From an optimization exercise on the open Yosys and OpenROAD flow, aimed at small area and a short achievable clock period; shortcuts taken in it are not production practice.
Only simulation tests tie the RTL to the original design; equivalence was not proved.
Power and IR drop assume default switching activity.

Setup of v28:
==> flow/design.v <==
package core_pkg;
  localparam int DATA_W     = 32;
  localparam int REG_ADDR_W = 5;
endpackage
`timescale 1ns/1ps
module mips_core #(
  parameter logic [31:0] RESET_PC = 32'hbfc0_0000
) (
  input  logic            clk,
  input  logic            reset_i,
  input  logic            stall_i,
  output logic [31:0]     rom_addr_o,
  input  logic [31:0]     rom_read_data_i,
  output logic            debug_wb_en_o,
  output logic [4:0]      debug_wb_addr_o,
  output logic [31:0]     debug_wb_data_o,
  output logic [31:0]     debug_wb_pc_o
);
  wire adv = ~stall_i;
  logic [29:0] pc_q, wpc_q;
  always_ff @(posedge clk) begin
    if (reset_i) begin
      pc_q  <= RESET_PC[31:2];
      wpc_q <= RESET_PC[31:2] - 30'd3;
    end else if (adv) begin
      pc_q  <= pc_q + 30'd1;
      wpc_q <= wpc_q + 30'd1;
    end
  end
  assign rom_addr_o    = {pc_q, 2'b00};
  assign debug_wb_pc_o = {wpc_q, 2'b00};
  logic [31:0] f_inst;
  logic        f_valid;
  always_ff @(posedge clk) begin
    if (reset_i)  f_valid <= 1'b0;
    else if (adv) f_valid <= 1'b1;
  end
  logic [3:0] f_rs_hi, f_rt_hi;
  logic [7:0] f_rs_lo, f_rt_lo;
  always_ff @(posedge clk) begin
    if (adv) begin
      f_inst  <= rom_read_data_i;
      f_rs_hi <= 4'b1 << rom_read_data_i[25:24];
      f_rs_lo <= 8'b1 << rom_read_data_i[23:21];
      f_rt_hi <= 4'b1 << rom_read_data_i[20:19];
      f_rt_lo <= 8'b1 << rom_read_data_i[18:16];
    end
  end
  wire [5:0]  op  = f_inst[31:26];
  wire [5:0]  fn  = f_inst[5:0];
  wire [4:0]  rs  = f_inst[25:21];
  wire [4:0]  rt  = f_inst[20:16];
  wire [4:0]  rd  = f_inst[15:11];
  wire [4:0]  sh  = f_inst[10:6];
  wire [15:0] imm = f_inst[15:0];
  wire special = (op == 6'h00);
  wire d_sll   = special & (fn == 6'h00);
  wire d_srl   = special & (fn == 6'h02);
  wire d_addu  = special & (fn == 6'h21);
  wire d_subu  = special & (fn == 6'h23);
  wire d_and   = special & (fn == 6'h24);
  wire d_or    = special & (fn == 6'h25);
  wire d_xor   = special & (fn == 6'h26);
  wire d_slt   = special & (fn == 6'h2a);
  wire d_addiu = (op == 6'h09);
  wire d_ori   = (op == 6'h0d);
  wire d_lui   = (op == 6'h0f);
  wire d_rtype = d_sll | d_srl | d_addu | d_subu | d_and | d_or | d_xor | d_slt;
  wire d_itype = d_addiu | d_ori | d_lui;
  wire [4:0] d_dest = d_rtype ? rd : rt;
  wire d_en    = f_valid & (d_rtype | d_itype) & (d_dest != 5'd0);
  logic        e_en, w_en;
  logic [4:0]  e_dest, w_dest;
  logic [31:0] w_data;
  logic [4:0]  w_dest_out;  
  wire fwd_a = e_en & (rs == e_dest);
  wire fwd_b = e_en & (rt == e_dest) & d_rtype;
  wire byp_a = w_en & (rs == w_dest);
  wire byp_b = w_en & (rt == w_dest);
  logic [31:0] rf_q [1:31];
  logic [31:0] rf_a, rf_b;
  always_comb begin
    rf_a = '0;
    rf_b = '0;
    for (int r = 1; r < 32; r++) begin
      if (f_rs_hi[r >> 3] & f_rs_lo[r & 7]) rf_a = rf_a | ~rf_q[r];
      if (f_rt_hi[r >> 3] & f_rt_lo[r & 7]) rf_b = rf_b | ~rf_q[r];
    end
  end
  logic [31:0] d_imm;
  always_comb begin
    d_imm = '0;
    if (d_addiu) d_imm = {{16{imm[15]}}, imm};
    if (d_ori)   d_imm = {16'h0000, imm};
    if (d_lui)   d_imm = {imm, 16'h0000};
  end
  wire        d_subtract = d_subu | d_slt;
  wire [31:0] d_a = (byp_a ? w_data : rf_a) ^ {32{d_subtract}};
  wire [31:0] d_b = ~d_rtype ? d_imm : (byp_b ? w_data : rf_b);
  logic [31:0] e_a, e_b;
  logic        e_add, e_sub, e_slt, e_and, e_or, e_xor, e_sll, e_srl;
  logic [4:0]  e_sh;
  logic [31:0] result;
  always_ff @(posedge clk) begin
    if (reset_i)  e_en <= 1'b0;
    else if (adv) e_en <= d_en;
  end
  always_ff @(posedge clk) begin
    if (adv) begin
      e_dest    <= d_dest;
      e_a       <= fwd_a ? (result ^ {32{d_subtract}}) : d_a;
      e_b       <= fwd_b ? result : d_b;
      e_add     <= d_addu | d_addiu;
      e_sub     <= d_subu;
      e_slt     <= d_slt;
      e_and     <= d_and;
      e_or      <= d_or | d_ori;
      e_xor     <= d_xor;
      e_sll     <= d_sll | d_lui;           
      e_srl     <= d_srl;
      e_sh      <= d_lui ? 5'd0 : sh;
    end
  end
  wire [31:0] a = e_a;              
  wire [31:0] b = e_b;
  wire        subtract = e_sub | e_slt;
  logic [31:0] kg [0:5];
  logic [31:0] kt [0:5];
  always_comb begin
    kg[0] = a & b;
    kt[0] = a ^ b;
    for (int k = 0; k < 5; k++) begin
      for (int i = 0; i < 32; i++) begin
        if (i >= (1 << k)) begin
          if (k == 0 && i == 1) kg[1][1] = kg[0][1] | ((kt[0][1] & a[0]) & b[0]);
          else kg[k+1][i] = kg[k][i] | (kt[k][i] & kg[k][i - (1 << k)]);
          kt[k+1][i] = kt[k][i] & kt[k][i - (1 << k)];
        end else begin
          kg[k+1][i] = kg[k][i];
          kt[k+1][i] = kt[k][i];
        end
      end
    end
  end
  wire [31:0] sum  = kt[0] ^ {kg[5][30:0], 1'b0};    
  wire        cout = kg[5][31];
  wire        lt = (a[31] == b[31]) ? ~a[31] : cout;
  wire [31:0] shl = b << e_sh;
  wire [31:0] shr = b >> e_sh;
  wire        sel_sum = e_add | e_sub;
  wire [31:0] other =
      ({32{e_and}}   & kg[0])                |
      ({32{e_or}}    & (kg[0] | kt[0]))      |
      ({32{e_xor}}   & kt[0])                |
      ({32{e_sll}}   & shl)                  |
      ({32{e_srl}}   & shr)                  |
      {31'd0, e_slt & lt};
  assign result = ({32{sel_sum}} & (sum ^ {32{e_sub}})) | other;
  always_ff @(posedge clk) begin
    if (reset_i)  w_en <= 1'b0;
    else if (adv) w_en <= e_en;
  end
  always_ff @(posedge clk) begin
    if (adv) begin
      w_data <= result;
      w_dest <= e_dest;
    end
  end
  always_ff @(posedge clk) begin
    if (adv & e_en) w_dest_out <= e_dest;
  end
  logic [3:0] w_dest_hi;
  logic [7:0] w_dest_lo;
  always_ff @(posedge clk) begin
    if (adv) begin
      w_dest_hi <= 4'b1 << e_dest[4:3];
      w_dest_lo <= 8'b1 << e_dest[2:0];
    end
  end
  logic rst_q;
  always_ff @(posedge clk) rst_q <= reset_i;
  wire [31:0] rf_wdata = ~(w_data & {32{~rst_q}});
  always_ff @(posedge clk) begin
    for (int r = 1; r < 32; r++) begin
      if (rst_q | (w_en & w_dest_hi[r >> 3] & w_dest_lo[r & 7])) rf_q[r] <= rf_wdata;
    end
  end
  assign debug_wb_en_o   = w_en & ~stall_i;
  assign debug_wb_addr_o = w_dest_out;
  assign debug_wb_data_o = w_data;
endmodule
clock: 4.8 ns
lec_check: 0
abc_area: 1
cap_margin: 20
cell_pad_in_sites_detail_placement: 1
cell_pad_in_sites_global_placement: 1
core_margin: 2
core_utilization: 34
cts_cluster_diameter: 60
cts_cluster_size: 24
place_density: 0.55
setup_slack_margin: 2.2
slew_margin: 20
tns_end_percent: 30
run.sh (not shown) runs the stock make flow with config.mk's settings and CLKGATE_MAP_FILE= SYNTH_SCRIPT=/design/flow/synth_recipe.tcl, a recipe that flattens the netlist after the stock synthesis.
Both conditions hold for v28: the flow ran to the end and the final layout passed the timing, DRC and antenna checks.
#### Input delta (v24 over v28)
# v28
export LEC_CHECK = 0
export ABC_AREA = 1
export CAP_MARGIN = 20
export CELL_PAD_IN_SITES_DETAIL_PLACEMENT = 1
export CELL_PAD_IN_SITES_GLOBAL_PLACEMENT = 1
export CORE_MARGIN = 2
export CORE_UTILIZATION = 34
export CTS_CLUSTER_DIAMETER = 60
export CTS_CLUSTER_SIZE = 24
export PLACE_DENSITY = 0.55
export SETUP_SLACK_MARGIN = 2.2
export SLEW_MARGIN = 20
export TNS_END_PERCENT = 30
create_clock -name core_clock -period 4.8 [get_ports {clk}]
# v24
export LEC_CHECK = 0
export ABC_AREA = 1
export CAP_MARGIN = 20
export CELL_PAD_IN_SITES_DETAIL_PLACEMENT = 1
export CELL_PAD_IN_SITES_GLOBAL_PLACEMENT = 1
export CORE_MARGIN = 2
export CORE_UTILIZATION = 34
export CTS_CLUSTER_DIAMETER = 60
export CTS_CLUSTER_SIZE = 24
export PLACE_DENSITY = 0.55
export SETUP_SLACK_MARGIN = 2.1
export SLEW_MARGIN = 20
export TNS_END_PERCENT = 20
create_clock -name core_clock -period 4.8 [get_ports {clk}]
Findings:
Compared with v28, in v24 count of multi-input combinational gates roughly the same, number of antenna violations at the first check in global routing lower, setup slack of the critical path after layout higher. Final cycle utilization of the critical path for v24: 0.48 points down relative to v28.
Input-level comparison between v27 and v24:
# v24
export LEC_CHECK = 0
export ABC_AREA = 1
export CAP_MARGIN = 20
export CELL_PAD_IN_SITES_DETAIL_PLACEMENT = 1
export CELL_PAD_IN_SITES_GLOBAL_PLACEMENT = 1
export CORE_MARGIN = 2
export CORE_UTILIZATION = 34
export CTS_CLUSTER_DIAMETER = 60
export CTS_CLUSTER_SIZE = 24
export PLACE_DENSITY = 0.55
export SETUP_SLACK_MARGIN = 2.1
export SLEW_MARGIN = 20
export TNS_END_PERCENT = 20
create_clock -name core_clock -period 4.8 [get_ports {clk}]
# v27
export LEC_CHECK = 0
export ABC_AREA = 1
export CAP_MARGIN = 20
export CELL_PAD_IN_SITES_DETAIL_PLACEMENT = 1
export CELL_PAD_IN_SITES_GLOBAL_PLACEMENT = 1
export CORE_MARGIN = 2
export CORE_UTILIZATION = 38
export CTS_CLUSTER_DIAMETER = 60
export CTS_CLUSTER_SIZE = 24
export PLACE_DENSITY = 0.6
export SETUP_SLACK_MARGIN = 1.7
export SLEW_MARGIN = 20
export TNS_END_PERCENT = 10
create_clock -name core_clock -period 4.8 [get_ports {clk}]
Results
The run showing the smaller maximum number of pins on one net before global-route repair is v24. | core box area | v27 vs v24 | about 10% lower |. v24 → v27: sequential standard cell area essentially unchanged, wire length of the first global-routing pass decreased 6.8%, proportion of cell area occupied by registers increased 4.7 points. Final wirelength down about 9% in v27 wrt v24. Worst setup path startpoint = f_rt_hi[3]$_SDFFCE_PN0N_: v24; worst setup path startpoint = f_rt_hi[0]$_SDFFCE_PP0N_: v27. | cell area | lower: v27 |. Maximum vdd ir drop: v27 and v24 compared, lower one is v27. Taking v24 as the reference, in v27 detailed-router iteration count before antenna repair rose by 1, chip width fell by 5.4%.
Input changes introduced in v41 (baseline for comparison: v27):
# v27
export LEC_CHECK = 0
export ABC_AREA = 1
export CAP_MARGIN = 20
export CELL_PAD_IN_SITES_DETAIL_PLACEMENT = 1
export CELL_PAD_IN_SITES_GLOBAL_PLACEMENT = 1
export CORE_MARGIN = 2
export CORE_UTILIZATION = 38
export CTS_CLUSTER_DIAMETER = 60
export CTS_CLUSTER_SIZE = 24
export PLACE_DENSITY = 0.6
export SETUP_SLACK_MARGIN = 1.7
export SLEW_MARGIN = 20
export TNS_END_PERCENT = 10
create_clock -name core_clock -period 4.8 [get_ports {clk}]
# v41
export LEC_CHECK = 0
export ABC_AREA = 1
export CAP_MARGIN = 20
export CELL_PAD_IN_SITES_DETAIL_PLACEMENT = 1
export CELL_PAD_IN_SITES_GLOBAL_PLACEMENT = 1
export CORE_MARGIN = 2
export CORE_UTILIZATION = 34
export CTS_CLUSTER_DIAMETER = 60
export CTS_CLUSTER_SIZE = 24
export PLACE_DENSITY = 0.55
export SETUP_SLACK_MARGIN = 2.0
export SLEW_MARGIN = 20
export TNS_END_PERCENT = 20
create_clock -name core_clock -period 4.8 [get_ports {clk}]
- From v27 to v41 the numbers moved as follows: max-slew headroom at the worst pin went up; maximum vdd drop increased by about 8% relative to the old numbers.
- Placement row count (v41 vs. v27) increases by a few percent
- v41 completed; timing, DRC and antenna clean
- Layout clock buffer count came out higher on v41 than on v27.
- Diff v27 -> v41: share of the cycle needed by the critical path after routing down 8.4 points; area growth from synthesis to layout higher.
Input-level comparison between v31 and v41:
# v41
export LEC_CHECK = 0
export ABC_AREA = 1
export CAP_MARGIN = 20
export CELL_PAD_IN_SITES_DETAIL_PLACEMENT = 1
export CELL_PAD_IN_SITES_GLOBAL_PLACEMENT = 1
export CORE_MARGIN = 2
export CORE_UTILIZATION = 34
export CTS_CLUSTER_DIAMETER = 60
export CTS_CLUSTER_SIZE = 24
export PLACE_DENSITY = 0.55
export SETUP_SLACK_MARGIN = 2.0
export SLEW_MARGIN = 20
export TNS_END_PERCENT = 20
create_clock -name core_clock -period 4.8 [get_ports {clk}]
# v31
export LEC_CHECK = 0
export ABC_AREA = 1
export CAP_MARGIN = 20
export CELL_PAD_IN_SITES_DETAIL_PLACEMENT = 1
export CELL_PAD_IN_SITES_GLOBAL_PLACEMENT = 1
export CORE_MARGIN = 2
export CORE_UTILIZATION = 38
export CTS_CLUSTER_DIAMETER = 60
export CTS_CLUSTER_SIZE = 24
export PLACE_DENSITY = 0.6
export SETUP_SLACK_MARGIN = 1.9
export SLEW_MARGIN = 20
export TNS_END_PERCENT = 10
create_clock -name core_clock -period 4.8 [get_ports {clk}]
==> comparison <==
Taking v41 as the reference point, the DRC violation total after the first TritonRoute iteration of v31 rises by 257. Compared with v41, in v31 power density of the placed cells rose 5.7 mW/mm2, total power consumption of the routed design down about 2.2%. v31 vs v41 — combined area of the multi-input logic cells dropped 730 um2. v31 ended up with a lower part of the total power dissipated in combinational logic than v41 did. The hold slack was comparable across v41 and v31.

## static timing again, ports no longer ideal
No port has a modelled driver above. Below, the same layouts with a new extraction and two added sets of constraints.
Step 1 sets driving cells, clkbuf_16 on the clock port and buf_2 on the other inputs (assumed; they add their load-dependent delay and slew).
Step 2 moves the port delays by t, midway between the first and last clock arrival at a register: inputs arrive t later, outputs are due t later. That takes back most of the time a late clock gives input paths.
Slacks: ideal ports / drivers / drivers and shift; pairs: ideal ports / drivers.
run	t, ns	slack for setup (ns)	worst setup path after step 2	latest minus earliest clock arrival (ns)
v28	0.885	1.751 / 1.751 / 1.539	input to register	0.044 / 0.044
v24	0.876	1.774 / 1.774 / 1.489	input to register	0.054 / 0.054
v27	0.849	1.424 / 1.424 / 1.424	register to register	0.055 / 0.055
v41	0.885	1.828 / 1.828 / 1.469	input to register	0.069 / 0.068
v31	0.869	1.565 / 1.470 / 1.251	input to register	0.051 / 0.051
After both steps setup and hold are still met in every run listed. The setup slack of v41, which loses most, moves by 0.000 ns with the drivers and by -0.359 ns with both steps.
